Background: an optimization exercise with open tools, aiming at small area, a short achievable clock period and few clock cycles. Do not read the settings as production practice. The RTL was checked by simulation tests, not by an equivalence proof against the original design. Power and IR drop assume default switching activity.

==> build 19 <==
==> flow/design.v (excerpt) <==
module esfaBenchmark (
  input  logic                           clk,
  input  logic                           reset,
  input  logic                           load,
  input  logic [6-1:0] loadAddress,
  input  esfaPkg::programWordT           loadWord,
  input  logic                           doRun,
  output logic                           isRunning,
  output logic                           wasSuccessful,
  output logic [6-1:0] failStep
);
clock: 8.0 ns
lec_check: 0
cap_margin: 20
core_margin: 2
core_utilization: 40
cts_cluster_diameter: 100
cts_cluster_size: 25
setup_slack_margin: 5
slew_margin: 20
run.sh (not shown) runs the stock make flow with config.mk's settings and CLKGATE_MAP_FILE= SYNTH_SCRIPT=/design/flow/synth_recipe.tcl, a recipe that flattens the netlist after the stock synthesis.
==> inputs of build 6, as changes to build 19 <==
--- a/flow/design.v
+++ b/flow/design.v
@@ -166,18 +166,17 @@
 `timescale 1ns/100ps
 module programStore (
   input  logic                           clk,
   input  logic                           load,
   input  logic [6-1:0] loadAddress,
   input  esfaPkg::programWordT           loadWord,
   input  logic [64-1:0]      readSelect,    
-  output logic [esfaPkg::StoredBits-1:0] readWord,      
-  output logic [1:0]                     nextHandle,    
+  output logic [esfaPkg::StoredBits-1:0] nextWord,      
   output logic [esfaPkg::StoredBits-1:0] firstWord,     
-  output logic [1:0]                     secondHandle,  
+  output logic [esfaPkg::StoredBits-1:0] secondWord,    
   output logic                           pendingValid,
   output logic [6-1:0] pendingAddress,
   output logic [esfaPkg::StoredBits-1:0] pendingWord
 );
   logic [esfaPkg::StoredBits-1:0] words [64];
   always_ff @(posedge clk) begin
     pendingValid   <= load;
@@ -186,24 +185,22 @@
   end
   always_ff @(posedge clk) begin
     if (pendingValid) begin
       words[pendingAddress] <= pendingWord;
     end
   end
   always_comb begin
-    readWord   = '0;
-    nextHandle = '0;
+    nextWord = '0;
     for (int a = 0; a < 64; a++) begin
-      readWord   = readWord | (words[a] & {esfaPkg::StoredBits{readSelect[a]}});
-      nextHandle = nextHandle |
-                   (words[(a + 1) % 64][esfaPkg::HandleHi:esfaPkg::HandleLo] & {2{readSelect[a]}});
+      nextWord = nextWord |
+                 (words[(a + 1) % 64] & {esfaPkg::StoredBits{readSelect[a]}});
     end
   end
-  assign firstWord    = words[0];
-  assign secondHandle = words[1][esfaPkg::HandleHi:esfaPkg::HandleLo];
+  assign firstWord  = words[0];
+  assign secondWord = words[1];
 endmodule
 `timescale 1ns/100ps
 module esfaStore (
   input  logic                 clk,
   input  logic                 reset,
   input  esfaPkg::stepT        step,
   input  logic [16-1:0] indexSelect,  
@@ -334,18 +331,17 @@
   input  logic                           doRun,
   input  logic                           load,
   input  logic [6-1:0] loadAddress,
   input  logic                           pendingValid,    
   input  logic [6-1:0] pendingAddress,
   input  logic [esfaPkg::StoredBits-1:0] pendingWord,
   output logic [64-1:0]      readSelect,
-  input  logic [esfaPkg::StoredBits-1:0] readWord,
-  input  logic [1:0]                     readNextHandle,
+  input  logic [esfaPkg::StoredBits-1:0] readNextWord,
   input  logic [esfaPkg::StoredBits-1:0] readFirstWord,
-  input  logic [1:0]                     readSecondHandle,
+  input  logic [esfaPkg::StoredBits-1:0] readSecondWord,
   output esfaPkg::stepT                  exStep,
   output logic [16-1:0]       exIndexSelect,   
   output logic [1:0]                     nextHandle,
   output logic                           execute,
   output logic                           track,
   output logic                           restore,
   input  logic                           stepMatch,
@@ -369,76 +365,74 @@
   logic                pendingBelow;
   logic                pendingZero;
   logic                fromMemory;
   logic                restart;
   logic                idleFetch;
   logic                goOne;
   logic [esfaPkg::StoredBits-1:0] fetchWord;
-  logic [1:0]          aheadHandle;
+  logic [esfaPkg::StoredBits-1:0] aheadWord;
   esfaPkg::stepT       readStep;
   logic                goZero;
   logic                goInc;
   logic [AW-1:0]       addressInc;
   logic [AW-1:0]       addressNext;
-  logic [1:0]          aheadNext;
+  logic [esfaPkg::StoredBits-1:0] aheadNext;
+  logic [esfaPkg::StoredBits-1:0] firstWord;
   logic                runHeld;
   logic                startRun;
   logic                loading;
   logic                endNow;
   logic                stopNow;
   logic                take;
   logic                invalid;
   logic                finish;
   assign readSelect = nextSelect;
+  assign firstWord = (pendingValid && pendingZero) ? pendingWord : readFirstWord;
   always_comb begin
     if (finish) begin
-      fetchWord = (pendingValid && pendingZero) ? pendingWord : readFirstWord;
+      fetchWord = firstWord;
     end else if (pendingHit || restart) begin
       fetchWord = pendingWord;
     end else begin
-      fetchWord = readWord;
+      fetchWord = aheadWord;
     end
   end
   assign readStep = esfaPkg::decodeWord(fetchWord);
   assign startRun = !isRunning && doRun && !runHeld;
   assign execute = exValid && !stopped && !failed;
   assign endNow  = execute && exStep.isEnd;
   assign stopNow = failed || endNow;
   assign loading = !isRunning && pendingValid;
   assign invalid   = loading && (full || pendingBelow);
   assign restart   = invalid && pendingZero;
   assign take      = loading && !full && !stopped && pendingHit;
   assign idleFetch = !isRunning && !invalid && !full && !stopped &&
                      (fromMemory || take);
-  assign nextHandle = finish ? readStep.handle :
-                      ((pendingHit || restart) ? pendingWord[esfaPkg::HandleHi:esfaPkg::HandleLo] : aheadHandle);
+  assign nextHandle = fetchWord[esfaPkg::HandleHi:esfaPkg::HandleLo];
   assign restore = reset && invalid;
   assign track   = !dirty;
   assign finish = isRunning && (stopped || stopNow);
   assign goZero = !reset || (!isRunning && invalid && !restart);
   assign goOne  = !goZero && (isRunning ? finish : restart);
   assign goInc  = !goZero && !goOne && (isRunning || idleFetch);
   assign addressInc  = nextAddress + 1'b1;
   assign addressNext = goZero ? '0 : (goOne ? AW'(1) : (goInc ? addressInc : nextAddress));
   always_comb begin
     if (goZero) begin
-      aheadNext = (pendingValid && pendingZero) ? pendingWord[esfaPkg::HandleHi:esfaPkg::HandleLo]
-                                                : readFirstWord[esfaPkg::HandleHi:esfaPkg::HandleLo];
+      aheadNext = firstWord;
     end else if (goOne) begin
-      aheadNext = (pendingValid && pendingAddress == AW'(1)) ? pendingWord[esfaPkg::HandleHi:esfaPkg::HandleLo]
-                                                             : readSecondHandle;
+      aheadNext = (pendingValid && pendingAddress == AW'(1)) ? pendingWord : readSecondWord;
     end else if (goInc) begin
-      aheadNext = (pendingValid && pendingAddress == addressInc) ? pendingWord[esfaPkg::HandleHi:esfaPkg::HandleLo]
-                                                                  : readNextHandle;
+      aheadNext = (pendingValid && pendingAddress == addressInc) ? pendingWord : readNextWord;
     end else begin
-      aheadNext = pendingHit ? pendingWord[esfaPkg::HandleHi:esfaPkg::HandleLo] : aheadHandle;
+      aheadNext = pendingHit ? pendingWord : aheadWord;
     end
   end
   always_ff @(posedge clk) begin
-    aheadHandle  <= aheadNext;
+    aheadWord    <= aheadNext;
     pendingHit   <= load && (loadAddress == addressNext);
     pendingBelow <= load && (loadAddress < addressNext);
     pendingZero  <= (loadAddress == '0);
   end
   always_ff @(posedge clk) begin
     exStep    <= readStep;
     exAddress <= (finish || restart) ? '0 : nextAddress;
@@ -544,35 +538,33 @@
   output logic [6-1:0] failStep
 );
   logic [64-1:0]      readSelect;
   logic                           stepMatch;
   logic                           pendingValid;
   logic [6-1:0] pendingAddress;
   logic [esfaPkg::StoredBits-1:0] pendingWord;
-  logic [esfaPkg::StoredBits-1:0] readWord;
-  logic [1:0]                     readNextHandle;
+  logic [esfaPkg::StoredBits-1:0] readNextWord;
   logic [esfaPkg::StoredBits-1:0] readFirstWord;
-  logic [1:0]                     readSecondHandle;
+  logic [esfaPkg::StoredBits-1:0] readSecondWord;
   logic [16-1:0]       exIndexSelect;
   esfaPkg::stepT                  exStep;
   logic                           execute;
   logic [1:0]                     nextHandle;
   logic                           track;
   logic                           restore;
   esfaPkg::esfaResultT            result;
   programStore programMemory (
     .clk        (clk),
     .load       (load),
     .loadAddress(loadAddress),
     .loadWord   (loadWord),
     .readSelect    (readSelect),
-    .readWord      (readWord),
-    .nextHandle    (readNextHandle),
+    .nextWord      (readNextWord),
     .firstWord     (readFirstWord),
-    .secondHandle  (readSecondHandle),
+    .secondWord    (readSecondWord),
     .pendingValid  (pendingValid),
     .pendingAddress(pendingAddress),
     .pendingWord   (pendingWord)
   );
   esfaStore store (
     .clk    (clk),
     .reset  (reset),
@@ -591,18 +583,17 @@
     .doRun        (doRun),
     .load         (load),
     .loadAddress  (loadAddress),
     .pendingValid (pendingValid),
     .pendingAddress(pendingAddress),
     .pendingWord  (pendingWord),
     .readSelect   (readSelect),
-    .readWord     (readWord),
-    .readNextHandle(readNextHandle),
+    .readNextWord (readNextWord),
     .readFirstWord(readFirstWord),
-    .readSecondHandle(readSecondHandle),
+    .readSecondWord(readSecondWord),
     .exStep       (exStep),
     .exIndexSelect(exIndexSelect),
     .nextHandle   (nextHandle),
     .execute      (execute),
     .track        (track),
     .restore      (restore),
     .stepMatch    (stepMatch),
CTS_CLUSTER_DIAMETER = 80   (was 100)
CTS_CLUSTER_SIZE = 20   (was 25)
==> comparison <==
Build 6 finished with timing, DRC and antenna clean. Build 19 completed with no timing, DRC or antenna violations. Of build 6 and build 19, build 6 has the higher wire length (gap about 4.4%, measured against build 19). Between build 19 and build 6, the lower via count is in build 19 (gap 4.2%, measured against build 6). Against build 19, the synthesized area of build 6 is larger by 1.1%. In build 19 the utilization is lower than in build 6, by 0.058 points. Register-to-register slack: build 6 is better than build 19 (0.44 ns). In build 6 the critical path depth is lower than in build 19, by 2. Against build 6, the first-iteration DRC count of build 19 is lower by 12%. In build 6 the hold slack is lower than in build 19, by 0.011 ns. Between build 6 and build 19, the lower synthesized cell count is in build 19 (gap 4.6%, measured against build 19).
==> figures <==
metric	build 6	build 19
Number of iterations in the first detailed-routing pass	12	9
Net switching power of the design	8.252 mW	7.323 mW
Post-detailed-routing wire length	465500 um	445900 um
Amount of wire on met3 after detailed routing	71050 um	62330 um
Crit path arrival time	3.89 ns	4.36 ns
Post-synthesis cell count	8030	7678
Leak Pwr	46.90 nW	45.82 nW
Synthesized netlist net count	8116	7764
Fin Hold WS	0.3957 ns	0.4069 ns
Share of total power in sequential cells	56.5%	59.8%
Area share of the largest cell type after synthesis	55.73%	55.78%
Post-synthesis share of cell area spent on full adders, half adders and majority gates	0.1354%	0.1460%
Clock buffer cells	280	222
Outcome	complete, no violations	complete, no violations
Delay of the slowest cell on the worst path	0.50 ns	0.55 ns
Summed instance area of the synthesized netlist	110900 sq um	109700 sq um
Worst hold start	store.entries[508]	store.entries[143]
Internal power of the cells	22.21 mW	20.94 mW
Number of cells in the design after placement	11460	11050
Testbench counts of build 19, summed over its fixed seeds: cycles 14,989.
Testbench counts of build 6, summed over its fixed seeds: cycles 14,989.

* * *

==> inputs of v24 <==
Another version of the RTL of esfaBenchmark (not shown whole).
clock: 8.0 ns
lec_check: 0
cap_margin: 20
core_margin: 2
core_utilization: 40
slew_margin: 20
==> inputs of v5, as changes to v24 <==
--- a/flow/design.v
+++ b/flow/design.v
@@ -119,37 +119,40 @@
 module programStore (
   input  logic                           clk,
   input  logic                           load,
   input  logic [6-1:0] loadAddress,
   input  esfaPkg::programWordT           loadWord,
   input  logic [64-1:0]      readSelect,    
-  input  logic                           readPending,   
+  output logic [esfaPkg::StoredBits-1:0] readWord,      
+  output logic [1:0]                     nextHandle,    
+  output logic [1:0]                     firstHandle,   
   output logic                           pendingValid,
   output logic [6-1:0] pendingAddress,
-  output esfaPkg::stepT                  readStep
+  output logic [esfaPkg::StoredBits-1:0] pendingWord
 );
   logic [esfaPkg::StoredBits-1:0] words [64];
-  logic [esfaPkg::StoredBits-1:0] pendingWord;
   always_ff @(posedge clk) begin
     pendingValid   <= load;
     pendingAddress <= loadAddress;
     pendingWord    <= esfaPkg::encodeWord(loadWord);
   end
   always_ff @(posedge clk) begin
     if (pendingValid) begin
       words[pendingAddress] <= pendingWord;
     end
   end
-  logic [esfaPkg::StoredBits-1:0] readStored;
   always_comb begin
-    readStored = '0;
+    readWord   = '0;
+    nextHandle = '0;
     for (int a = 0; a < 64; a++) begin
-      readStored = readStored | (words[a] & {esfaPkg::StoredBits{readSelect[a]}});
+      readWord   = readWord | (words[a] & {esfaPkg::StoredBits{readSelect[a]}});
+      nextHandle = nextHandle |
+                   (words[(a + 1) % 64][22:21] & {2{readSelect[a]}});
     end
   end
-  assign readStep = esfaPkg::decodeWord(readPending ? pendingWord : readStored);
+  assign firstHandle = words[0][22:21];
 endmodule
 `timescale 1ns/100ps
 module esfaStore (
   input  logic                 clk,
   input  logic                 reset,
   input  esfaPkg::stepT        step,
@@ -276,17 +279,21 @@
 endmodule
 `timescale 1ns/100ps
 module benchmarkRunner (
   input  logic                           clk,
   input  logic                           reset,
   input  logic                           doRun,
+  input  logic                           load,
+  input  logic [6-1:0] loadAddress,
   input  logic                           pendingValid,    
   input  logic [6-1:0] pendingAddress,
+  input  logic [esfaPkg::StoredBits-1:0] pendingWord,
   output logic [64-1:0]      readSelect,
-  output logic                           readPending,
-  input  esfaPkg::stepT                  readStep,
+  input  logic [esfaPkg::StoredBits-1:0] readWord,
+  input  logic [1:0]                     readNextHandle,
+  input  logic [1:0]                     readFirstHandle,
   output esfaPkg::stepT                  exStep,
   output logic [16-1:0]       exIndexSelect,   
   output logic [1:0]                     nextHandle,
   output logic                           execute,
   output logic                           track,
   output logic                           restore,
@@ -305,33 +312,62 @@
   logic                dirty;
   logic                full;
   logic                stopped;
   logic                stopPass;
   logic [AW-1:0]       stopStep;
   logic                restorePending;
+  logic                pendingHit;
+  logic                pendingBelow;
+  logic [1:0]          aheadHandle;
+  esfaPkg::stepT       readStep;
+  logic                goZero;
+  logic                goInc;
+  logic [AW-1:0]       addressInc;
+  logic [AW-1:0]       addressNext;
+  logic [1:0]          aheadNext;
   logic                runHeld;
   logic                startRun;
   logic                loading;
   logic                endNow;
   logic                stopNow;
   logic                take;
   logic                invalid;
   logic                finish;
-  assign readSelect  = nextSelect;
-  assign readPending = pendingValid && (pendingAddress == nextAddress);
+  assign readSelect = nextSelect;
+  assign readStep = esfaPkg::decodeWord(pendingHit ? pendingWord : readWord);
   assign startRun = !isRunning && doRun && !runHeld;
   assign execute = exValid && !stopped && !failed;
   assign endNow  = execute && exStep.isEnd;
   assign stopNow = failed || endNow;
   assign loading = !isRunning && pendingValid;
-  assign invalid = loading && (full || pendingAddress < nextAddress);
-  assign take    = loading && !full && !stopped && readPending;
-  assign nextHandle = readStep.handle;
+  assign invalid = loading && (full || pendingBelow);
+  assign take    = loading && !full && !stopped && pendingHit;
+  assign nextHandle = pendingHit ? pendingWord[22:21] : aheadHandle;
   assign restore = restorePending;
   assign track   = !dirty;
   assign finish = isRunning && (stopped || stopNow);
+  assign goZero = !reset || (isRunning ? finish : invalid);
+  assign goInc  = !goZero && (isRunning || take);
+  assign addressInc  = nextAddress + 1'b1;
+  assign addressNext = goZero ? '0 : (goInc ? addressInc : nextAddress);
+  always_comb begin
+    if (goZero) begin
+      aheadNext = (pendingValid && pendingAddress == '0) ? pendingWord[22:21]
+                                                          : readFirstHandle;
+    end else if (goInc) begin
+      aheadNext = (pendingValid && pendingAddress == addressInc) ? pendingWord[22:21]
+                                                                  : readNextHandle;
+    end else begin
+      aheadNext = pendingHit ? pendingWord[22:21] : aheadHandle;
+    end
+  end
+  always_ff @(posedge clk) begin
+    aheadHandle  <= aheadNext;
+    pendingHit   <= load && (loadAddress == addressNext);
+    pendingBelow <= load && (loadAddress < addressNext);
+  end
   always_ff @(posedge clk) begin
     exStep    <= readStep;
     exAddress <= nextAddress;
     for (int i = 0; i < 16; i++) begin
       exIndexSelect[i] <= (readStep.index == 4'(i));
     end
@@ -429,31 +465,35 @@
   output logic [6-1:0] failStep
 );
   logic [64-1:0]      readSelect;
   logic                           stepMatch;
   logic                           pendingValid;
   logic [6-1:0] pendingAddress;
-  logic                           readPending;
+  logic [esfaPkg::StoredBits-1:0] pendingWord;
+  logic [esfaPkg::StoredBits-1:0] readWord;
+  logic [1:0]                     readNextHandle;
+  logic [1:0]                     readFirstHandle;
   logic [16-1:0]       exIndexSelect;
-  esfaPkg::stepT                  readStep;
   esfaPkg::stepT                  exStep;
   logic                           execute;
   logic [1:0]                     nextHandle;
   logic                           track;
   logic                           restore;
   esfaPkg::esfaResultT            result;
   programStore programMemory (
     .clk        (clk),
     .load       (load),
     .loadAddress(loadAddress),
     .loadWord   (loadWord),
     .readSelect    (readSelect),
-    .readPending   (readPending),
+    .readWord      (readWord),
+    .nextHandle    (readNextHandle),
+    .firstHandle   (readFirstHandle),
     .pendingValid  (pendingValid),
     .pendingAddress(pendingAddress),
-    .readStep      (readStep)
+    .pendingWord   (pendingWord)
   );
   esfaStore store (
     .clk    (clk),
     .reset  (reset),
     .step      (exStep),
     .indexSelect(exIndexSelect),
@@ -465,17 +505,21 @@
     .stepMatch (stepMatch)
   );
   benchmarkRunner runner (
     .clk          (clk),
     .reset        (reset),
     .doRun        (doRun),
+    .load         (load),
+    .loadAddress  (loadAddress),
     .pendingValid (pendingValid),
     .pendingAddress(pendingAddress),
+    .pendingWord  (pendingWord),
     .readSelect   (readSelect),
-    .readPending  (readPending),
-    .readStep     (readStep),
+    .readWord     (readWord),
+    .readNextHandle(readNextHandle),
+    .readFirstHandle(readFirstHandle),
     .exStep       (exStep),
     .exIndexSelect(exIndexSelect),
     .nextHandle   (nextHandle),
     .execute      (execute),
     .track        (track),
     .restore      (restore),
Settings changed: SETUP_SLACK_MARGIN from default to 5.
==> comparison table <==
Number of flip-flops and latches: v5 2948; v24 2944
Clock latency reported for the late side of the worst-skew pair: v5 890 ps; v24 900 ps
Register area: v5 0.0803 mm^2; v24 0.0801 mm^2
Grt met2 use: v5 44.9%; v24 41.8%
Endpoint of the worst hold path: v5 runner.ckAddress[5]; v24 runner.exAddress[5]
End point of the critical path: v5 runner.exIndexSelect[9]; v24 runner.exIndexSelect[12]
Std-Cell Rows: v5 196; v24 194
Tap cell count: v5 3762; v24 3724
First-pass iteration count of the detailed router: v5 9; v24 6
Clock buf count: v5 427; v24 406
GRT met1 Usage: v5 38.0%; v24 34.0%
Delay of the slowest cell on the worst path: v5 660 ps; v24 820 ps
Result of the run: v5 complete, no violations; v24 complete, no violations
Testbench counts of v24, summed over its fixed seeds: cycles 15,205.
Testbench counts of v5, summed over its fixed seeds: cycles 15,205.

[what the ideal ports hide]
The flow's constraints put no driver on any port. The routed layouts listed below were extracted and timed again, unchanged, in two steps. Step 1: set_driving_cell puts a clkbuf_16 on clk and a buf_2 on each other input, an assumption about the parent block. Step 2 also shifts input and output timing later by t, the mid clock arrival at the registers, as if the neighbouring blocks saw the same clock. Slacks: no drivers / after step 1 / after step 2; pairs: no drivers / after step 1.
| run | t, ns | setup slack, ns | worst hold slack (ns) | worst register clock-pin slew, ns | pins driven straight from the clock port |
|---|---|---|---|---|---|
| build 19 | 0.960 | 4.378 / 4.378 / 3.725 | 0.407 / 0.407 / 0.407 | 0.12 / 0.12 | 1 |
| build 6 | 0.988 | 4.817 / 4.817 / 3.957 | 0.396 / 0.396 / 0.396 | 0.10 / 0.10 | 1 |
| v24 | 0.972 | 2.989 / 2.989 / 2.831 | 0.381 / 0.381 / 0.381 | 0.07 / 0.07 | 1 |
| v5 | 0.959 | 4.750 / 4.750 / 3.973 | 0.405 / 0.405 / 0.405 | 0.07 / 0.07 | 1 |
After both steps every run listed still meets setup and hold. The setup slack of build 6, which loses most, moves by 0.000 ns with the drivers and by -0.860 ns with both steps.
